Source: an optimization exercise on an open RTL-to-GDS flow (aim: small area, a short achievable clock period and few clock cycles per item). Production flows keep margins and buffers that such runs may drop.
Only simulation tests tie the RTL to the original design; equivalence was not proved.
The flow treats the clock pin as an ideal source, which a real chip does not have.
Power is estimated from default activity; no workload was simulated.

// occupancy_grid_rect_fill
module occupancy_grid_rect_fill
(
  input  logic              clk,
  input  logic              rst_n,
  input  logic              cfg_we,
  input  logic [ogrf_pkg::CFG_IW-1:0] cfg_index,
  input  logic [ogrf_pkg::SIZE_W-1:0] cfg_wdata,
  input  logic              in_tvalid,
  output logic              in_tready,
  input  logic [23:0]       in_tdata,    
  input  logic [1:0]        in_tuser,    
  output logic              out_tvalid,
  input  logic              out_tready,
  output logic [7:0]        out_tdata    
);
  logic             split_in;
  logic             res_valid;
  logic [RES_W-1:0] res_data;
  logic [RES_W-1:0] out_res;
  ogrf_ctrl u_ctrl (
    .clk        (clk),
    .rst_n      (rst_n),
    .in_valid   (in_tvalid),
    .in_ready   (in_tready),
    .out_valid  (out_tvalid),
    .out_ready  (out_tready),
    .out_res    (out_res),
    .split_in (split_in),
    .res_valid  (res_valid),
    .res_data   (res_data)
  );
  ogrf_dp u_dp (
    .clk        (clk),
    .rst_n      (rst_n),
    .cfg_we     (cfg_we),
    .cfg_index  (cfg_index),
    .cfg_wdata  (cfg_wdata),
    .in_valid   (in_tvalid),
    .in_ready   (in_tready),
    .func       (in_tuser),
    .row_low    (in_tdata[5:0]),
    .col_low    (in_tdata[11:6]),
  ...
Size: about 14000 cells after synthesis, ~4400 flip-flops, ~50 I/O pins.
==> flow/config.mk <==
export PLATFORM = sky130hd
export DESIGN_NAME = occupancy_grid_rect_fill
export DESIGN_NICKNAME = occupancy_grid_rect_fill
export VERILOG_FILES = /design/flow/design.v
export SDC_FILE = /design/flow/constraint.sdc
export NUM_CORES = 8
export LEC_CHECK = 0
export CAP_MARGIN = 10
export CORE_MARGIN = 2
export CORE_UTILIZATION = 40
export SETUP_SLACK_MARGIN = 5
export SLEW_MARGIN = 10
==> flow/constraint.sdc <==
create_clock -name core_clock -period 8.0 [get_ports {clk}]
set_input_delay 1.6000 -clock core_clock [delete_from_list [all_inputs] [get_ports {clk}]]
set_output_delay 1.6000 -clock core_clock [all_outputs]
set_load 0.01 [all_outputs]
standard.sh (not shown) runs the stock make flow with config.mk's settings and CLKGATE_MAP_FILE= SYNTH_SCRIPT=/design/flow/synth_recipe.tcl, a recipe that flattens the netlist after the stock synthesis.
==> flow/flow/run.sh <==
#!/bin/bash
# Own layout flow: the standard ORFS flow (standard.sh, standard synthesis
# included), with two changes: clock tree synthesis adds no dummy loads (the
# tree is still balanced over every register), and the resize, clock tree and
# global route steps estimate signal wires on met1/met2 30% more pessimistically
# (flow/rc_scale.tcl) before their repairs. make's full output goes to
# flow_make.log in the work folder; ORFS keeps its per-step logs under orfs/logs.
set -euo pipefail
export CTS_ARGS="-sink_clustering_enable -repair_clock_nets -sink_clustering_size 28 -sink_clustering_max_diameter 74 -dont_use_dummy_load"
RC="$(pwd)/flow/rc_scale.tcl"
export PRE_RESIZE_TCL="$RC" PRE_CTS_TCL="$RC" PRE_GLOBAL_ROUTE_TCL="$RC"
bash standard.sh > flow_make.log 2>&1
==> flow/flow/rc_scale.tcl <==
set rc_k 1.3
set_layer_rc -layer met1 -capacitance [expr {1.72375E-04 * $rc_k}] -resistance [expr {8.929e-04 * $rc_k}]
set_layer_rc -layer met2 -capacitance [expr {1.36233E-04 * $rc_k}] -resistance [expr {8.929e-04 * $rc_k}]
set_wire_rc -signal -layer met1
The first run produced a layout that fails on antenna rules.
Testbench counts at the start, summed over its fixed seeds: cycles 3,246, requests 3,200.
Next try:
--- a/flow/flow/run.sh
+++ b/flow/flow/run.sh
@@ -5 +5 @@
-# global route steps estimate signal wires on met1/met2 30% more pessimistically
+# global route steps estimate signal wires on met1/met2 15% more pessimistically
@@ -9 +9 @@
-export CTS_ARGS="-sink_clustering_enable -repair_clock_nets -sink_clustering_size 28 -sink_clustering_max_diameter 74 -dont_use_dummy_load"
+export CTS_ARGS="-sink_clustering_enable -repair_clock_nets -sink_clustering_size 25 -sink_clustering_max_diameter 70 -dont_use_dummy_load"
--- a/flow/flow/rc_scale.tcl
+++ b/flow/flow/rc_scale.tcl
@@ -1 +1 @@
-set rc_k 1.3
+set rc_k 1.15
--- a/flow/config.mk
+++ b/flow/config.mk
@@ -8 +8 @@
-export CAP_MARGIN = 10
+export CAP_MARGIN = 20
@@ -12 +12 @@
-export SLEW_MARGIN = 10
+export SLEW_MARGIN = 20
After rerunning: This time the run completed without violations. Count of clock-buffer cells in the layout came out higher by 15. Register-to-register slack got worse by 0.16 ns. Power increases slightly. Die area is unchanged. Critical path depth is higher by 5. Clock power rises by a few percent. Non-clock buffer count goes down by 32. Worst setup slack is worse by 0.016 ns. Synthesized area does not change. Synthesized cell count is unchanged.
Next try:
--- a/flow/flow/run.sh
+++ b/flow/flow/run.sh
@@ -5 +5 @@
-# global route steps estimate signal wires on met1/met2 15% more pessimistically
+# global route steps estimate signal wires on met1/met2 30% more pessimistically
@@ -9 +9 @@
-export CTS_ARGS="-sink_clustering_enable -repair_clock_nets -sink_clustering_size 25 -sink_clustering_max_diameter 70 -dont_use_dummy_load"
+export CTS_ARGS="-sink_clustering_enable -repair_clock_nets -sink_clustering_size 28 -sink_clustering_max_diameter 74 -dont_use_dummy_load"
--- a/flow/flow/rc_scale.tcl
+++ b/flow/flow/rc_scale.tcl
@@ -1 +1 @@
-set rc_k 1.15
+set rc_k 1.3
--- a/flow/config.mk
+++ b/flow/config.mk
@@ -11 +11 @@
-export SETUP_SLACK_MARGIN = 5
+export SETUP_SLACK_MARGIN = 4.9
=> Non-clock buffer count rises by 29; final area is about the same; area after synthesis stays the same; critical path depth falls by 5.
Next try:
--- a/flow/flow/run.sh
+++ b/flow/flow/run.sh
@@ -9 +9 @@
-export CTS_ARGS="-sink_clustering_enable -repair_clock_nets -sink_clustering_size 28 -sink_clustering_max_diameter 74 -dont_use_dummy_load"
+export CTS_ARGS="-sink_clustering_enable -repair_clock_nets -sink_clustering_size 25 -sink_clustering_max_diameter 70 -dont_use_dummy_load"
--- a/flow/config.mk
+++ b/flow/config.mk
@@ -11 +11 @@
-export SETUP_SLACK_MARGIN = 4.9
+export SETUP_SLACK_MARGIN = 5
The new run passed the timing, design-rule and antenna checks.
Area after synthesis is unchanged.
Die area stays the same.
Cell count is about the same.
Wire length is higher by 0.68%.
Clock-buffer cell count is higher by 20.
Next try:
--- a/flow/flow/run.sh
+++ b/flow/flow/run.sh
@@ -9 +9 @@
-export CTS_ARGS="-sink_clustering_enable -repair_clock_nets -sink_clustering_size 25 -sink_clustering_max_diameter 70 -dont_use_dummy_load"
+export CTS_ARGS="-sink_clustering_enable -repair_clock_nets -sink_clustering_size 28 -sink_clustering_max_diameter 74 -dont_use_dummy_load"
The new run passed the timing, design-rule and antenna checks; worst setup slack improved by 0.0044 ns; fmax is about the same; total power came out lower by 1.5%; count of clock-buffer cells in the layout came out lower by 20; utilization came out lower by 0.12 points; global-route usage stays flat; clock skew came out lower by 0.023 ns; via count hardly moves.

what the ideal ports hide:
The results above use ideal ports. As a check the final layouts listed here were re-extracted and re-timed, cells and wires unchanged. Step 1 assumes that a clkbuf_16 drives the clock port and a buf_2 every other input. Step 2, shift: input delay + t, output delay - t, t = (earliest + latest rising clock arrival at the registers) / 2. This alone moves slack from input paths to output paths. Three values: ideal, step 1, step 2; two values: the first two.
run | t, ns | setup WS [ns] | worst setup path after step 2
the first run | 1.063 | 4.940 / 4.831 / 4.156 | input to register
the second run | 1.071 | 4.924 / 4.841 / 4.131 | input to register
the third run | 1.094 | 4.947 / 4.821 / 4.040 | input to register
the fourth run | 1.060 | 4.946 / 4.831 / 4.143 | input to register
the fifth run | 1.060 | 4.951 / 4.837 / 4.210 | input to register
The setup slack of the third run, which loses most, moves by -0.126 ns with the drivers and by -0.907 ns with both steps.
